Context: an optimization exercise on an open-source flow, tuned for small area, a short achievable clock period and few clock cycles per item. The choices shown serve that exercise and are no tape-out recipe.
The RTL was checked by simulation tests, not by an equivalence proof against the original design.
Power is estimated from default activity; no workload was simulated.

File: flow/design.v
package cdq_pkg;
   localparam int DEPTH      = 128;
   localparam int DATA_WIDTH = 32;
   localparam int IDX_W      = $clog2(DEPTH);
   localparam int CNT_W      = $clog2(DEPTH + 1);
   localparam int OP_W      = 2;
   localparam int FIELD_W   = 32;
   localparam int STATUS_W  = 2;
   localparam int COUNT_W   = 8;
   localparam int REQ_RAW_W = OP_W + FIELD_W;
   localparam int REQ_W     = ((REQ_RAW_W + 7) / 8) * 8;
   localparam int RSP_RAW_W = STATUS_W + 3 * FIELD_W + 1 + COUNT_W;
   localparam int RSP_W     = ((RSP_RAW_W + 7) / 8) * 8;
   typedef logic [IDX_W-1:0]      idx_type;
   typedef logic [CNT_W-1:0]      cnt_type;
   typedef logic [DATA_WIDTH-1:0] data_type;
   typedef enum logic [OP_W-1:0] {
      OP_PUSH_FRONT = 2'd0,
      OP_PUSH_REAR  = 2'd1,
      OP_POP_FRONT  = 2'd2,
      OP_POP_REAR   = 2'd3
   } opcode_type;
   typedef enum logic [STATUS_W-1:0] {
      STAT_DONE  = 2'd0,
      STAT_FULL  = 2'd1,
      STAT_EMPTY = 2'd2
   } status_type;
   typedef enum logic [1:0] {
      S_IDLE,
      S_EXEC,
      S_FETCH,
      S_FINISH
   } state_type;
   typedef struct packed {
      logic load_item;
      logic execute;
      logic capture;
      logic load_out;
   } cmd_type;
   typedef struct packed {
      logic needs_read;
      logic out_free;
   } stat_type;
   function automatic idx_type idx_inc(input idx_type i);
      idx_inc = (i == IDX_W'(DEPTH - 1)) ? {IDX_W{1'b0}} : i + 1'b1;
   endfunction
   function automatic idx_type idx_dec(input idx_type i);
      idx_dec = (i == {IDX_W{1'b0}}) ? IDX_W'(DEPTH - 1) : i - 1'b1;
   endfunction
endpackage
module cdq_ctrl (
   input  logic              clock,
   input  logic              reset,
   input  logic              req_tvalid,
   output logic              req_tready,
   input  cdq_pkg::stat_type stat,
   output cdq_pkg::cmd_type  cmd
);
   cdq_pkg::state_type state_ff, state_in;
   always_ff @(posedge clock) begin
      if (reset) begin
         state_ff <= cdq_pkg::S_IDLE;
      end else begin
         state_ff <= state_in;
      end
   end
   always_comb begin
      state_in = state_ff;
      unique case (state_ff)
         cdq_pkg::S_IDLE: begin
            if (req_tvalid) state_in = cdq_pkg::S_EXEC;
         end
         cdq_pkg::S_EXEC: begin
            state_in = stat.needs_read ? cdq_pkg::S_FETCH : cdq_pkg::S_FINISH;
         end
         cdq_pkg::S_FETCH: begin
            state_in = cdq_pkg::S_FINISH;
         end
         cdq_pkg::S_FINISH: begin
            if (stat.out_free) state_in = cdq_pkg::S_IDLE;
         end
         default: state_in = cdq_pkg::S_IDLE;
      endcase
   end
   always_comb begin
      req_tready    = (state_ff == cdq_pkg::S_IDLE);
      cmd.load_item = (state_ff == cdq_pkg::S_IDLE) && req_tvalid;
      cmd.execute   = (state_ff == cdq_pkg::S_EXEC);
      cmd.capture   = (state_ff == cdq_pkg::S_FETCH);
      cmd.load_out  = (state_ff == cdq_pkg::S_FINISH) && stat.out_free;
   end
endmodule
module cdq_dpath (
   input  logic                      clock,
   input  logic                      reset,
   input  logic [cdq_pkg::REQ_W-1:0] req_tdata,
   output logic                      rsp_tvalid,
   input  logic                      rsp_tready,
   output logic [cdq_pkg::RSP_W-1:0] rsp_tdata,
   input  cdq_pkg::cmd_type          cmd,
   output cdq_pkg::stat_type         stat
);
   localparam int FW  = cdq_pkg::FIELD_W;
   localparam int DW  = cdq_pkg::DATA_WIDTH;
   localparam int CW  = cdq_pkg::COUNT_W;
   localparam int PAD = cdq_pkg::RSP_W - cdq_pkg::RSP_RAW_W;
   cdq_pkg::data_type   mem [cdq_pkg::DEPTH];
   cdq_pkg::opcode_type op_ff;
   cdq_pkg::data_type   val_ff;
   cdq_pkg::idx_type    head_ff, head_in;
   cdq_pkg::idx_type    tail_ff, tail_in;
   cdq_pkg::cnt_type    count_ff, count_in;
   cdq_pkg::data_type   front_ff, front_in;
   cdq_pkg::data_type   rear_ff, rear_in;
   cdq_pkg::status_type status_ff, status_in;
   cdq_pkg::data_type   popped_ff, popped_in;
   cdq_pkg::data_type   rd_data_ff;
   logic [cdq_pkg::RSP_W-1:0] rsp_data_ff, rsp_data_in;
   logic                rsp_valid_ff, rsp_valid_in;
   cdq_pkg::idx_type    wr_addr, rd_addr;
   logic                wr_en;
   logic                is_push;
   logic                is_full;
   logic                is_empty;
   assign is_push  = (op_ff == cdq_pkg::OP_PUSH_FRONT) || (op_ff == cdq_pkg::OP_PUSH_REAR);
   assign is_full  = (count_ff == cdq_pkg::CNT_W'(cdq_pkg::DEPTH));
   assign is_empty = (count_ff == '0);
   always_comb begin
      head_in   = head_ff;
      tail_in   = tail_ff;
      count_in  = count_ff;
      front_in  = front_ff;
      rear_in   = rear_ff;
      status_in = status_ff;
      popped_in = popped_ff;
      wr_en     = 1'b0;
      wr_addr   = tail_ff;
      rd_addr   = head_ff;
      if (cmd.execute) begin
         status_in = cdq_pkg::STAT_DONE;
         popped_in = '0;
         if (is_push) begin
            if (is_full) begin
               status_in = cdq_pkg::STAT_FULL;
            end else begin
               wr_en    = 1'b1;
               count_in = count_ff + 1'b1;
               if (op_ff == cdq_pkg::OP_PUSH_FRONT) begin
                  head_in  = cdq_pkg::idx_dec(head_ff);
                  wr_addr  = head_in;
                  front_in = val_ff;
                  if (is_empty) rear_in = val_ff;
               end else begin
                  wr_addr = tail_ff;
                  tail_in = cdq_pkg::idx_inc(tail_ff);
                  rear_in = val_ff;
                  if (is_empty) front_in = val_ff;
               end
            end
         end else begin
            if (is_empty) begin
               status_in = cdq_pkg::STAT_EMPTY;
            end else begin
               count_in = count_ff - 1'b1;
               if (op_ff == cdq_pkg::OP_POP_FRONT) begin
                  popped_in = front_ff;
                  head_in   = cdq_pkg::idx_inc(head_ff);
                  rd_addr   = head_in;
               end else begin
                  popped_in = rear_ff;
                  tail_in   = cdq_pkg::idx_dec(tail_ff);
                  rd_addr   = cdq_pkg::idx_dec(tail_in);
               end
            end
         end
      end
      if (cmd.capture) begin
         if (op_ff == cdq_pkg::OP_POP_FRONT) front_in = rd_data_ff;
         else rear_in = rd_data_ff;
      end
   end
   always_comb begin
      stat.needs_read = !is_push && (count_ff > cdq_pkg::CNT_W'(1));
      stat.out_free   = !rsp_valid_ff || rsp_tready;
   end
   always_comb begin
      rsp_valid_in = rsp_valid_ff;
      if (rsp_valid_ff && rsp_tready) rsp_valid_in = 1'b0;
      if (cmd.load_out) rsp_valid_in = 1'b1;
      rsp_data_in = {{PAD{1'b0}},
                     CW'(count_ff),
                     is_empty,
                     is_empty ? {FW{1'b0}} : FW'(rear_ff),
                     is_empty ? {FW{1'b0}} : FW'(front_ff),
                     FW'(popped_ff),
                     status_ff};
   end
   always_ff @(posedge clock) begin
      if (reset) begin
         head_ff      <= '0;
         tail_ff      <= '0;
         count_ff     <= '0;
         rsp_valid_ff <= 1'b0;
      end else begin
         head_ff      <= head_in;
         tail_ff      <= tail_in;
         count_ff     <= count_in;
         rsp_valid_ff <= rsp_valid_in;
      end
   end
   always_ff @(posedge clock) begin
      if (cmd.load_item) begin
         op_ff  <= cdq_pkg::opcode_type'(req_tdata[cdq_pkg::OP_W-1:0]);
         val_ff <= DW'(req_tdata[cdq_pkg::OP_W +: FW]);
      end
      front_ff  <= front_in;
      rear_ff   <= rear_in;
      status_ff <= status_in;
      popped_ff <= popped_in;
      if (cmd.load_out) rsp_data_ff <= rsp_data_in;
   end
   always_ff @(posedge clock) begin
      if (wr_en) mem[wr_addr] <= val_ff;
      rd_data_ff <= mem[rd_addr];
   end
   assign rsp_tvalid = rsp_valid_ff;
   assign rsp_tdata  = rsp_data_ff;
endmodule
module circular_deque (
   input  logic                      clock,
   input  logic                      reset,
   input  logic                      req_tvalid,
   output logic                      req_tready,
   input  logic [cdq_pkg::REQ_W-1:0] req_tdata,
   output logic                      rsp_tvalid,
   input  logic                      rsp_tready,
   output logic [cdq_pkg::RSP_W-1:0] rsp_tdata
);
   cdq_pkg::cmd_type  cmd;
   cdq_pkg::stat_type stat;
   cdq_ctrl u_ctrl (
      .clock      (clock),
      .reset      (reset),
      .req_tvalid (req_tvalid),
      .req_tready (req_tready),
      .stat       (stat),
      .cmd        (cmd)
   );
   cdq_dpath u_dpath (
      .clock      (clock),
      .reset      (reset),
      .req_tdata  (req_tdata),
      .rsp_tvalid (rsp_tvalid),
      .rsp_tready (rsp_tready),
      .rsp_tdata  (rsp_tdata),
      .cmd        (cmd),
      .stat       (stat)
   );
endmodule
File: flow/config.mk
export PLATFORM = sky130hd
export DESIGN_NAME = circular_deque
export DESIGN_NICKNAME = circular_deque
export VERILOG_FILES = /design/flow/design.v
export SDC_FILE = /design/flow/constraint.sdc
export NUM_CORES = 4
export LEC_CHECK = 0
export CAP_MARGIN = 20
export CORE_MARGIN = 2
export CORE_UTILIZATION = 40
export SLEW_MARGIN = 20
File: flow/constraint.sdc
create_clock -name core_clock -period 6.0 [get_ports {clock}]
set_input_delay 1.2000 -clock core_clock [delete_from_list [all_inputs] [get_ports {clock}]]
set_output_delay 1.2000 -clock core_clock [all_outputs]
set_load 0.01 [all_outputs]
File: flow/run.sh
#!/bin/bash
# synth_recipe.tcl (not shown) runs the flow's synth.tcl, then flattens the netlist and writes it again
# the make line also repeats each setting of config.mk as NAME=value (left out here)
make -C /OpenROAD-flow-scripts/flow DESIGN_CONFIG=/design/flow/config.mk WORK_HOME=/design/flow/orfs CLKGATE_MAP_FILE= SYNTH_SCRIPT=/design/flow/synth_recipe.tcl finish
==> results_tabular.tex <==
\begin{tabular}{lr}
\hline
Metric & Value \\
\hline
\multicolumn{2}{l}{\textbf{CTS}} \\
Insertion delay of the later-clocked pin in the worst-skew pair & 1.01 ns \\
\# resized after CTS & 0 \\
Number of buffers inserted to repair setup after CTS & 0 \\
Root buffer cell & sky130\_fd\_sc\_hd\_\_clkbuf\_16 \\
Clock H-tree levels & 5 \\
Worst-case clock buffer depth & 4 \\
Number of CTS-inserted buffers & 435 \\
Clock sink count & 4392 \\
Post-CTS Hold Buffers & 0 \\
TritonCTS clock tree & yes \\
Clock input transition at the sequential cells of the worst setup and hold paths & 0.06 ns \\
\multicolumn{2}{l}{\textbf{GRT}} \\
Maximum number of pins on one net before global-route repair & 131 \\
Global-route usage over all layers & 20.7\% \\
Vias in the first global route & 84448 \\
Antenna violations before repair & 18 \\
Final global-route overflow total & 0 \\
Wire length of the first global-routing pass & 631000 um \\
\multicolumn{2}{l}{\textbf{STA}} \\
Final hold vios & 0 \\
Post-route fraction of the period consumed by the critical path & 98.3\% \\
Final TNS setup & 0 ns \\
FMAX & 169 MHz \\
Setup-failing EPs final & 0 \\
Slew at the pin closest to its max-slew limit & 1.32 ns \\
Setup repair after global routing missed its margin & false \\
Relative slew margins & 11.8\% \\
Clock skew & 0.0811 ns \\
Slew Limit Fails & 0 \\
Time the worst path needs with I/O delays and setup & 5.90 ns \\
\multicolumn{2}{l}{\textbf{Drt}} \\
Via density per instance & 5.76 \\
Total number of vias & 84523 \\
1st-iter DRT viols & 11458 \\
Remaining antenna violation count after routing & 0 \\
Total length of routed wires & 448000 um \\
TritonRoute pass-1 iters & 5 \\
Count of unresolved DRC violations after routing & 0 \\
Per-cell routed wire length & 30.6 um \\
\multicolumn{2}{l}{\textbf{Worst setup path}} \\
Biggest cell delay along the critical path & 0.90 ns \\
Cell type of the slowest stage on the worst timing path & sky130\_fd\_sc\_hd\_\_nor4\_1 \\
Type of element launching the critical path & flop \\
Cell class contributing the biggest share of worst-path delay & simple AND/OR/NAND/NOR gates \\
Critical Path Sink Type & flop \\
Largest fanout of any net on the critical path & 49 \\
Required time at the worst-slack endpoint & 6.89 ns \\
Worst Setup Path Type & flop to flop \\
Signal arrival time at the worst endpoint & 6.79 ns \\
Worst path buffer plus inverter count & 4 \\
Crit-path cells & inv\_1 -> ha\_1 -> or3b\_2 -> o21ai\_4 -> a21oi\_1 -> a31oi\_1 -> o21a\_4 -> buf\_12 -> buf\_12 -> mux4\_2 -> o22ai\_1 -> nor4\_1 -> buf\_4 -> nand3\_1 -> nor4\_1 \\
\multicolumn{2}{l}{\textbf{Floorplanning}} \\
Placeable core region & 0.417 mm2 \\
\# rows & 237 \\
Starting density of the core & 40.2\% \\
Full die area & 0.424 mm2 \\
Floorplan die height & 651 um \\
Top-level port count & 158 \\
Die Span X & 651 um \\
\multicolumn{2}{l}{\textbf{Layout}} \\
Area added between synthesis and finish & 15.2\% \\
Core occupancy in the finished layout & 46.3\% \\
Leading cell type in the layout, fill and taps excluded & sky130\_fd\_sc\_hd\_\_edfxtp\_1 \\
Fraction of layout instances using a drive strength above 1 & 24.2\% \\
Top library cells by usage in the layout, fill and taps aside & sky130\_fd\_sc\_hd\_\_edfxtp\_1 (4271), sky130\_fd\_sc\_hd\_\_mux4\_2 (917), sky130\_fd\_sc\_hd\_\_nand2\_1 (618), sky130\_fd\_sc\_hd\_\_clkbuf\_16 (446), sky130\_fd\_sc\_hd\_\_buf\_4 (399) \\
Fill cell count & 34201 \\
Total Nets Final & 8857 \\
\multicolumn{2}{l}{\textbf{Power and ir drop}} \\
Leakage component of the power & 59.3 nW \\
Total power per unit cell area & 458 mW/mm2 \\
VDD IR-drop max & 0.433 mV \\
\multicolumn{2}{l}{\textbf{Placement}} \\
Routability congestion estimate & 0.875 \\
Number of input and output port buffers inserted & 146 \\
Half-perimeter wire length after placement & 267000 um \\
\multicolumn{2}{l}{\textbf{Yosys}} \\
Post-synthesis sequential element count & 4392 \\
Count of yosys warnings during synthesis & 2 \\
Share of the yosys chip area belonging to registers & 78.1\% \\
Top FF cell, synth & sky130\_fd\_sc\_hd\_\_edfxtp\_1 \\
Cell count after synthesis & 8209 \\
Avg Inst Size Synth & 20.4 um2 \\
Count of flip-flops with a built-in enable after synthesis & 4271 \\
Netlist Area Pre-Place & 0.167 mm2 \\
Synth cell types & 72 \\
FFs w/ async S/R, synth & 0\% \\
\multicolumn{2}{l}{\textbf{Status}} \\
Run status & complete, no violations \\
\multicolumn{2}{l}{\textbf{Run}} \\
Max-cap viol count & 0 \\
\multicolumn{2}{l}{\textbf{Min path}} \\
Class of the worst hold path & flop to flop \\
\hline
\end{tabular}
==> area by class of cell <==
| type | instances | area (um2) | share of cell area [%] |
|---|---|---|---|
| Sequential cell | 4392 | 131000 | 67.8 |
| Multi-Input combinational cell | 3339 | 35400 | 18.4 |
| Clock buffer | 572 | 11900 | 6.18 |
| Tap cell | 5497 | 6880 | 3.57 |
| Timing Repair Buffer | 616 | 5910 | 3.06 |
| Clock inverter | 220 | 1900 | 0.985 |
| Inverter | 14 | 52.6 | 0.0273 |
| Antenna cell | 13 | 32.5 | 0.0169 |
==> state kept, by name (all words and copies together) (netlist names) <==
register,cells
u_dpath.rsp_valid_ff,1
u_dpath.front_ff,32
u_dpath.popped_ff,32
u_dpath.val_ff,32
u_dpath.rd_data_ff,32
u_dpath.op_ff,2
u_ctrl.state_ff,2
u_dpath.count_ff,8
u_dpath.mem,4096
u_dpath.rsp_data_ff,107
u_dpath.tail_ff,7
u_dpath.status_ff,2
u_dpath.head_ff,7
u_dpath.rear_ff,32
==> where the power goes <==
group | total, W | internal (W) | switching, W | leakage (nW)
Combinational | 0.0248 | 0.00954 | 0.0153 | 13.1
Sequential | 0.0370 | 0.0362 | 0.000727 | 39.5
Clock | 0.0264 | 0.0150 | 0.0115 | 6.76
==> cell families (layout without fill, tap and decap cells) <==
group,Yosys count,in the layout,share of synthesized area [%]
other cells,1,18,0.00224
xor+xnor,15,15,0.0785
compound gates,688,688,2.61
mux,1124,1124,13.6
fa+ha+maj,15,15,0.112
buf+inv,482,1422,1.45
flops,4392,4392,78.1
simple gates,1492,1492,4.05
==> per-stage QoR <==
stage / setup slack (ns) / std cells / power (W) / instance area, um2 / hold slack [ns]
final: 0.0991 / 14663 / 0.0882 / 193000 / 0.418
after global routing: 0.0640 / 14657 / 0.0912 / 193000 / 0.423
after floorplan: 1.14 / 8213 / 0.0523 / 167000 / 0.400
after detailed placement: 0.103 / 13856 / 0.0625 / 179000 / 0.405
after CTS: 0.0865 / 14648 / 0.0888 / 193000 / 0.419
after global placement: 0.130 / 13852 / 0.0621 / 179000 / 0.405
==> routing by layer <==
metal	up-vias	share of wire, %	track usage, %	wire [um]
met5	-	0.0029	0	13
met4	2	3.7	6.85	16400
met3	630	8.2	3.56	36900
met2	3764	48	33.1	214000
met1	45131	40	28.9	181000
li1	34996	-	-	-
==> final timing paths <==
| kind | startpoint | to | slack [ns] | cells past startpoint |
|---|---|---|---|---|
| hold / removal | u_dpath.popped_ff[5] | u_dpath.rsp_data_ff[7] | 0.42 | 0 |
| setup / recovery | u_dpath.count_ff[1] | u_dpath.rd_data_ff[4] | 0.1 | 15 |
| hold reg to reg | u_dpath.popped_ff[5] | u_dpath.rsp_data_ff[7] | 0.42 | 0 |
| setup reg to reg | u_dpath.count_ff[1] | u_dpath.rd_data_ff[4] | 0.1 | 15 |
==> cells in the mapped netlist, types with 3 or more instances <==
library cell | n | area (um2)
sky130_fd_sc_hd__a211oi_1 | 7 | 52.6
sky130_fd_sc_hd__a311oi_1 | 34 | 298
sky130_fd_sc_hd__o21ai_1 | 3 | 15.0
sky130_fd_sc_hd__nor2_1 | 319 | 1200
sky130_fd_sc_hd__xnor2_1 | 11 | 96.3
sky130_fd_sc_hd__a22oi_1 | 128 | 961
sky130_fd_sc_hd__inv_1 | 13 | 48.8
sky130_fd_sc_hd__or2_2 | 4 | 25.0
sky130_fd_sc_hd__o21a_1 | 5 | 37.5
sky130_fd_sc_hd__nand3_1 | 183 | 916
sky130_fd_sc_hd__mux4_2 | 917 | 20700
sky130_fd_sc_hd__or3_1 | 10 | 62.6
sky130_fd_sc_hd__nand2b_1 | 8 | 50.1
sky130_fd_sc_hd__nand2_1 | 628 | 2360
sky130_fd_sc_hd__xor2_1 | 4 | 35.0
sky130_fd_sc_hd__mux2_2 | 36 | 405
sky130_fd_sc_hd__and3_1 | 69 | 432
sky130_fd_sc_hd__buf_4 | 83 | 623
sky130_fd_sc_hd__o22ai_1 | 189 | 1180
sky130_fd_sc_hd__a31oi_1 | 36 | 225
sky130_fd_sc_hd__edfxtp_1 | 4271 | 128000
sky130_fd_sc_hd__a211o_1 | 3 | 26.3
sky130_fd_sc_hd__nor3_1 | 12 | 60.1
sky130_fd_sc_hd__nor4_1 | 102 | 638
sky130_fd_sc_hd__nor2b_1 | 15 | 93.8
sky130_fd_sc_hd__and2_1 | 73 | 457
sky130_fd_sc_hd__ha_1 | 15 | 188
sky130_fd_sc_hd__mux2i_1 | 171 | 1710
sky130_fd_sc_hd__a21oi_1 | 168 | 841
sky130_fd_sc_hd__o21ai_0 | 77 | 385
sky130_fd_sc_hd__buf_2 | 191 | 956
sky130_fd_sc_hd__nand4_1 | 48 | 300
sky130_fd_sc_hd__buf_6 | 8 | 90.1
sky130_fd_sc_hd__or4_1 | 4 | 30.0
sky130_fd_sc_hd__a41oi_1 | 3 | 26.3
sky130_fd_sc_hd__buf_1 | 22 | 82.6
sky130_fd_sc_hd__o211ai_1 | 9 | 67.6
sky130_fd_sc_hd__dfxtp_1 | 121 | 2420
sky130_fd_sc_hd__clkbuf_1 | 164 | 616
Testbench counts, summed over its fixed seeds: cycles 43,480, items 12,800.

## re-timing with driven ports
No port has a modelled driver above. Below, the same layout with a new extraction and two added sets of constraints. Step 1 assumes that a clkbuf_16 drives the clock port and a buf_2 every other input. Step 2 also shifts input and output timing later by t, the mid clock arrival at the registers, as if the neighbouring blocks saw the same clock. Three values: no drivers, after step 1, after step 2; two values: the first two.
t, ns: 1.074
setup WS [ns]: 0.099 / 0.099 / 0.099
worst data-port slew with drivers (ns): 0.12
cell pins on the clock port's net: 1
After both steps setup and hold are still met in this run. For this run, drivers alone change the setup slack by 0.000 ns; drivers and shift together by 0.000 ns.
